Context: an optimization exercise on an open-source flow, tuned for small area. The choices shown serve that exercise and are no tape-out recipe.
In this exercise RTL edits were held to simulation tests only and were not proved equivalent to the original.
Power and IR drop assume default switching activity.

## 05-25
==> module ex_stage, before the edit <==
module ex_stage
(
    input  logic        clock,
    input  logic        reset,
    input  logic [31:0] d1_in,
    input  logic [31:0] d2_in,
    input  logic [4:0]  rd_in,
    input  logic [31:0] imm_in,
    input  logic [31:0] ctrl_in,
    input  logic [31:0] pc_in,
    output logic        branch,
    output logic [31:0] branch_target,
    output logic        stall,
    output logic [31:0] result_out,
    output logic [31:0] store_data_out,
    output logic [4:0]  rd_out,
    output logic        mem_read_out,
    output logic        mem_write_out,
    output logic        reg_write_out,
    output logic [2:0]  mem_size_out
);
    logic [3:0]  alu_op;
    logic [2:0]  funct3;
    logic        use_imm, br, jal, jalr, lui, auipc, mem_read, mem_write, reg_write;
    logic        muldiv, valid;
    assign alu_op    = ctrl_in[3:0];
    assign funct3    = ctrl_in[6:4];
    assign use_imm   = ctrl_in[7];
    assign br        = ctrl_in[8];
    assign jal       = ctrl_in[9];
    assign jalr      = ctrl_in[10];
    assign lui       = ctrl_in[11];
    assign auipc     = ctrl_in[12];
    assign mem_read  = ctrl_in[13];
    assign mem_write = ctrl_in[14];
    assign reg_write = ctrl_in[15];
    assign muldiv    = ctrl_in[16];
    assign valid     = ctrl_in[31];
    logic [5:0]  cnt_q;
    logic [31:0] res_q, st_q;
    logic [31:0] op_b;
    logic        sub, lt_sgn, alu_mode, x_pc, pc_link, y_alu;
    logic [32:0] ax, ay, sum, p, g;
    logic        ainv, co;
    logic        xs_hi, xs_hish, xs_lo31, x_top, ys_a, ys_b, ys_hi, ys_lo, y_top, md_inv;
    logic        md_shift;
    logic [31:0] md_hi_d, md_lo_d;
    assign op_b     = use_imm ? imm_in : d2_in;
    assign sub      = br | (alu_op == ex_pkg::ALU_SUB) | (alu_op == ex_pkg::ALU_SLT)
                    | (alu_op == ex_pkg::ALU_SLTU);
    assign lt_sgn   = br ? ~funct3[1] : (alu_op == ex_pkg::ALU_SLT);
    assign alu_mode = ~muldiv & ~lui & ~jal & ~jalr & ~auipc;
    assign x_pc     = ~muldiv & (jal | jalr | auipc);
    assign pc_link  = ~muldiv & (jal | jalr);      
    assign y_alu    = ~muldiv & ~jal & ~jalr;      
    always_comb begin
        for (int i = 0; i < 32; i++) begin
            ax[i] = (alu_mode & d1_in[i]) | (x_pc & pc_in[i]) | (muldiv & xs_hi & st_q[i])
                  | (muldiv & xs_hish & (i == 0 ? res_q[31] & xs_lo31 : st_q[i > 0 ? i-1 : 0]));
            ay[i] = (y_alu & use_imm & imm_in[i]) | (((y_alu & ~use_imm) | (muldiv & ys_b)) & d2_in[i])
                  | (muldiv & ys_a & d1_in[i]) | (muldiv & ys_hi & st_q[i]) | (muldiv & ys_lo & res_q[i])
                  | ((i == 2) & pc_link);
        end
        ax[0]  = (alu_mode & d1_in[0]) | (x_pc & pc_in[0]) | (muldiv & xs_hi & st_q[0])
               | (muldiv & xs_lo31 & res_q[31]);
        ax[32] = muldiv ? x_top : (alu_mode & lt_sgn & d1_in[31]);
        ay[32] = muldiv ? y_top : (alu_mode & lt_sgn & op_b[31]);
        ainv   = muldiv ? md_inv : (alu_mode & sub);
    end
    ex_add #(.W(33)) u_add (.a(ax), .b(ay ^ {33{ainv}}), .ci(ainv), .s(sum), .co(co), .p(p), .g(g));
    muldiv_iter u_muldiv (
        .op      (funct3),
        .a       (d1_in),
        .b       (d2_in),
        .cnt     (cnt_q),
        .hi      (st_q),
        .lo      (res_q),
        .xs_hi   (xs_hi),
        .xs_hish (xs_hish),
        .xs_lo31 (xs_lo31),
        .x_top   (x_top),
        .ys_a    (ys_a),
        .ys_b    (ys_b),
        .ys_hi   (ys_hi),
        .ys_lo   (ys_lo),
        .y_top   (y_top),
        .inv     (md_inv),
        .sum     (sum),
        .co      (co),
        .x_low   (ax[31:0]),
        .shift   (md_shift),
        .hi_d    (md_hi_d),
        .lo_d    (md_lo_d)
    );
    logic        shl;
    logic [31:0] sh_in, sh_r;
    assign shl = (alu_op == ex_pkg::ALU_SLL);
    always_comb begin
        for (int i = 0; i < 32; i++) sh_in[i] = shl ? d1_in[31-i] : d1_in[i];
        sh_r = 32'($signed({(alu_op == ex_pkg::ALU_SRA) & d1_in[31], sh_in}) >>> op_b[4:0]);
    end
    logic        cond, lt_br, eq_br;
    logic [31:0] tgt;
    logic        tgt_co_unused;
    logic [31:0] tgt_p_unused, tgt_g_unused;
    ex_add #(.W(32)) u_tgt_add (.a(jalr ? d1_in : pc_in), .b(imm_in), .ci(1'b0), .s(tgt),
                                .co(tgt_co_unused), .p(tgt_p_unused), .g(tgt_g_unused));
    logic lt;
    assign lt    = sum[32];
    assign lt_br = lt;
    assign eq_br = &p[31:0];
    assign cond   = funct3[2] ? (lt_br ^ funct3[0]) : (~funct3[1] & (eq_br ^ funct3[0]));
    assign branch = valid & (jal | jalr | (br & cond));
    assign branch_target = {tgt[31:1], tgt[0] & ~jalr};
    logic [4:0] rd_q;
    logic [2:0] sz_q;
    logic       mr_q, mw_q, rw_q;
    assign stall = valid & muldiv & (cnt_q != ex_pkg::MD_LAST);
    logic        r_md, r_sum, r_lt, r_p, r_g, r_srl, r_sll;
    logic [31:0] res_d;
    always_comb begin
        r_md  = stall & md_shift;
        r_sum = ~r_md & (alu_op == ex_pkg::ALU_ADD || alu_op == ex_pkg::ALU_SUB);
        r_lt  = ~r_md & (alu_op == ex_pkg::ALU_SLT || alu_op == ex_pkg::ALU_SLTU);
        r_p   = ~r_md & (alu_op == ex_pkg::ALU_XOR || alu_op == ex_pkg::ALU_OR);
        r_g   = ~r_md & (alu_op == ex_pkg::ALU_AND || alu_op == ex_pkg::ALU_OR);
        r_srl = ~r_md & (alu_op == ex_pkg::ALU_SRL || alu_op == ex_pkg::ALU_SRA);
        r_sll = ~r_md & shl;
        for (int i = 0; i < 32; i++)
            res_d[i] = (r_md & md_lo_d[i]) | (r_sum & sum[i]) | (r_p & p[i])
                     | (r_g & g[i]) | (r_srl & sh_r[i]) | (r_sll & sh_r[31-i]);
        res_d[0] = res_d[0] | (r_lt & lt);
    end
    always_ff @(posedge clock) begin
        if (reset) begin
            cnt_q <= 6'd0;
            mr_q  <= 1'b0;
            mw_q  <= 1'b0;
            rw_q  <= 1'b0;
        end else begin
            cnt_q <= stall ? cnt_q + 6'd1 : 6'd0;
            mr_q  <= ~stall & valid & mem_read;
            mw_q  <= ~stall & valid & mem_write;
            rw_q  <= ~stall & valid & reg_write;
        end
    end
    always_ff @(posedge clock) begin
        res_q <= res_d;
        st_q  <= stall ? md_hi_d : d2_in;
        rd_q  <= rd_in;
        sz_q  <= funct3;
    end
    assign result_out     = res_q;
    assign store_data_out = st_q;
    assign rd_out         = rd_q;
    assign mem_read_out   = mr_q;
    assign mem_write_out  = mw_q;
    assign reg_write_out  = rw_q;
    assign mem_size_out   = sz_q;
endmodule
==> flow/config.mk <==
export PLATFORM = sky130hd
export DESIGN_NAME = ex_stage
export DESIGN_NICKNAME = ex_stage
export VERILOG_FILES = /design/flow/design.v
export SDC_FILE = /design/flow/constraint.sdc
export NUM_CORES = 4
export LEC_CHECK = 0
export ABC_AREA = 1
export CAP_MARGIN = 20
export CORE_MARGIN = 2
export CORE_UTILIZATION = 40
export SLEW_MARGIN = 20
==> flow/constraint.sdc <==
create_clock -name core_clock -period 7.0 [get_ports {clock}]
set_input_delay 1.4000 -clock core_clock [delete_from_list [all_inputs] [get_ports {clock}]]
set_output_delay 1.4000 -clock core_clock [all_outputs]
set_load 0.01 [all_outputs]
standard.sh (not shown) runs the stock make flow with config.mk's settings and CLKGATE_MAP_FILE= SYNTH_SCRIPT=/design/flow/synth_recipe.tcl, a recipe that flattens the netlist after the stock synthesis.
==> flow/flow/run.sh <==
#!/bin/bash
# The standard layout with two changes:
#  - synthesis maps with flow/abc.script (area-oriented mapping) in place of
#    ORFS's abc script; the rest of synth_recipe.tcl is unchanged;
#  - the smallest buffer (buf_1) on every port instead of the default delay
#    buffer; repair upsizes it where needed.
# Each tool's output stays in orfs/logs; make's own output goes to make_finish.log.
set -euo pipefail
here=$(pwd)
{
  head -n 1 synth_recipe.tcl
  cat <<EOT
proc abc {args} {
  set i [lsearch -exact \$args -script]
  if {\$i >= 0} { set args [lreplace \$args \$i [expr {\$i + 1}] -script $here/flow/abc.script] }
  yosys abc {*}\$args
}
EOT
  tail -n +2 synth_recipe.tcl
} > own_synth.tcl
bash standard.sh "SYNTH_SCRIPT=$here/own_synth.tcl" \
  "BUFFER_PORTS_ARGS=-buffer_cell sky130_fd_sc_hd__buf_1" finish > make_finish.log 2>&1
==> flow/flow/abc.script <==
strash
&get -n
&fraig -x
&put
scorr
dc2
dch -f
amap
topo
dnsize -c
05-25 finished all stages; however, its layout fails the closing checks, the failures being setup timing.
Modified inputs, 02-05 compared to 05-25
--- a/flow/design.v
+++ b/flow/design.v
@@ -108,12 +108,35 @@
             end
         c  = {gg, ci};
         s  = p ^ c[W-1:0];
         co = c[W];
     end
 endmodule
+module ex_cmp (
+    input  logic [31:0] a,
+    input  logic [31:0] b,
+    input  logic        sgn,
+    output logic        lt,
+    output logic        eq
+);
+    logic [31:0] l, e;
+    always_comb begin
+        for (int i = 0; i < 32; i++) begin
+            l[i] = ~a[i] & b[i];
+            e[i] = ~(a[i] ^ b[i]);
+        end
+        l[31] = sgn ? (a[31] & ~b[31]) : (~a[31] & b[31]);
+        for (int w = 1; w < 32; w = w * 2)
+            for (int j = 0; j < 32; j = j + 2 * w) begin
+                l[j] = l[j+w] | (e[j+w] & l[j]);
+                e[j] = e[j+w] & e[j];
+            end
+        lt = l[0];
+        eq = e[0];
+    end
+endmodule
 module ex_stage
 (
     input  logic        clock,
     input  logic        reset,
     input  logic [31:0] d1_in,
     input  logic [31:0] d2_in,
@@ -156,15 +179,15 @@
     logic [32:0] ax, ay, sum, p, g;
     logic        ainv, co;
     logic        xs_hi, xs_hish, xs_lo31, x_top, ys_a, ys_b, ys_hi, ys_lo, y_top, md_inv;
     logic        md_shift;
     logic [31:0] md_hi_d, md_lo_d;
     assign op_b     = use_imm ? imm_in : d2_in;
-    assign sub      = br | (alu_op == ex_pkg::ALU_SUB) | (alu_op == ex_pkg::ALU_SLT)
+    assign sub      = (alu_op == ex_pkg::ALU_SUB) | (alu_op == ex_pkg::ALU_SLT)
                     | (alu_op == ex_pkg::ALU_SLTU);
-    assign lt_sgn   = br ? ~funct3[1] : (alu_op == ex_pkg::ALU_SLT);
+    assign lt_sgn   = (alu_op == ex_pkg::ALU_SLT);
     assign alu_mode = ~muldiv & ~lui & ~jal & ~jalr & ~auipc;
     assign x_pc     = ~muldiv & (jal | jalr | auipc);
     assign pc_link  = ~muldiv & (jal | jalr);      
     assign y_alu    = ~muldiv & ~jal & ~jalr;      
     always_comb begin
         for (int i = 0; i < 32; i++) begin
@@ -217,14 +240,13 @@
     logic        tgt_co_unused;
     logic [31:0] tgt_p_unused, tgt_g_unused;
     ex_add #(.W(32)) u_tgt_add (.a(jalr ? d1_in : pc_in), .b(imm_in), .ci(1'b0), .s(tgt),
                                 .co(tgt_co_unused), .p(tgt_p_unused), .g(tgt_g_unused));
     logic lt;
     assign lt    = sum[32];
-    assign lt_br = lt;
-    assign eq_br = &p[31:0];
+    ex_cmp u_cmp (.a(d1_in), .b(d2_in), .sgn(~funct3[1]), .lt(lt_br), .eq(eq_br));
     assign cond   = funct3[2] ? (lt_br ^ funct3[0]) : (~funct3[1] & (eq_br ^ funct3[0]));
     assign branch = valid & (jal | jalr | (br & cond));
     assign branch_target = {tgt[31:1], tgt[0] & ~jalr};
     logic [4:0] rd_q;
     logic [2:0] sz_q;
     logic       mr_q, mw_q, rw_q;
Findings:
On worst hold slack: 02-05 sits below 05-25.
Between 02-05 and 05-25, the relative area change from synthesis to final layout is higher for 02-05.
Comparing 02-05 and 05-25, the higher power consumed by the clock network is on 05-25.
02-05 against 05-25: synthesized cell count moved up; post-synthesis average cell area moved down; utilization after layout moved down.
Relative to 05-25, clock network fraction of total power decreased by 2.1 points in 02-05.
In 02-05 the implementation ran to completion but is not tape-out ready, as the final checks report setup timing.
[05-25] flow finished | final checks: failed | reasons: setup timing
On clock slew seen by the registers of the worst setup and hold paths, 02-05 and 05-25 are basically level.

re-timing with driven ports:
In the flow no input, the clock included, has a driving cell. The finished layouts below were timed again as built, in two steps.
Step 1 sets driving cells, clkbuf_16 on the clock port and buf_2 on the other inputs (assumed; they add their load-dependent delay and slew).
Step 2 also shifts input and output timing later by t, the mid clock arrival at the registers, as if the neighbouring blocks saw the same clock.
Slacks: ideal / step 1 / step 2; pairs: ideal / step 1.
run	t (ns)	setup WS [ns]	hold WS [ns]	worst setup path at the end	cell pins on the clock port's net
05-25	0.395	-1.561 / -1.609 / -1.609	0.584 / 0.584 / 0.584	input to output	1
02-05	0.407	-1.048 / -1.037 / -1.444	0.537 / 0.537 / 0.537	input to register	1
The setup slack of 02-05, which loses most, moves by +0.011 ns with the drivers and by -0.396 ns with both steps.
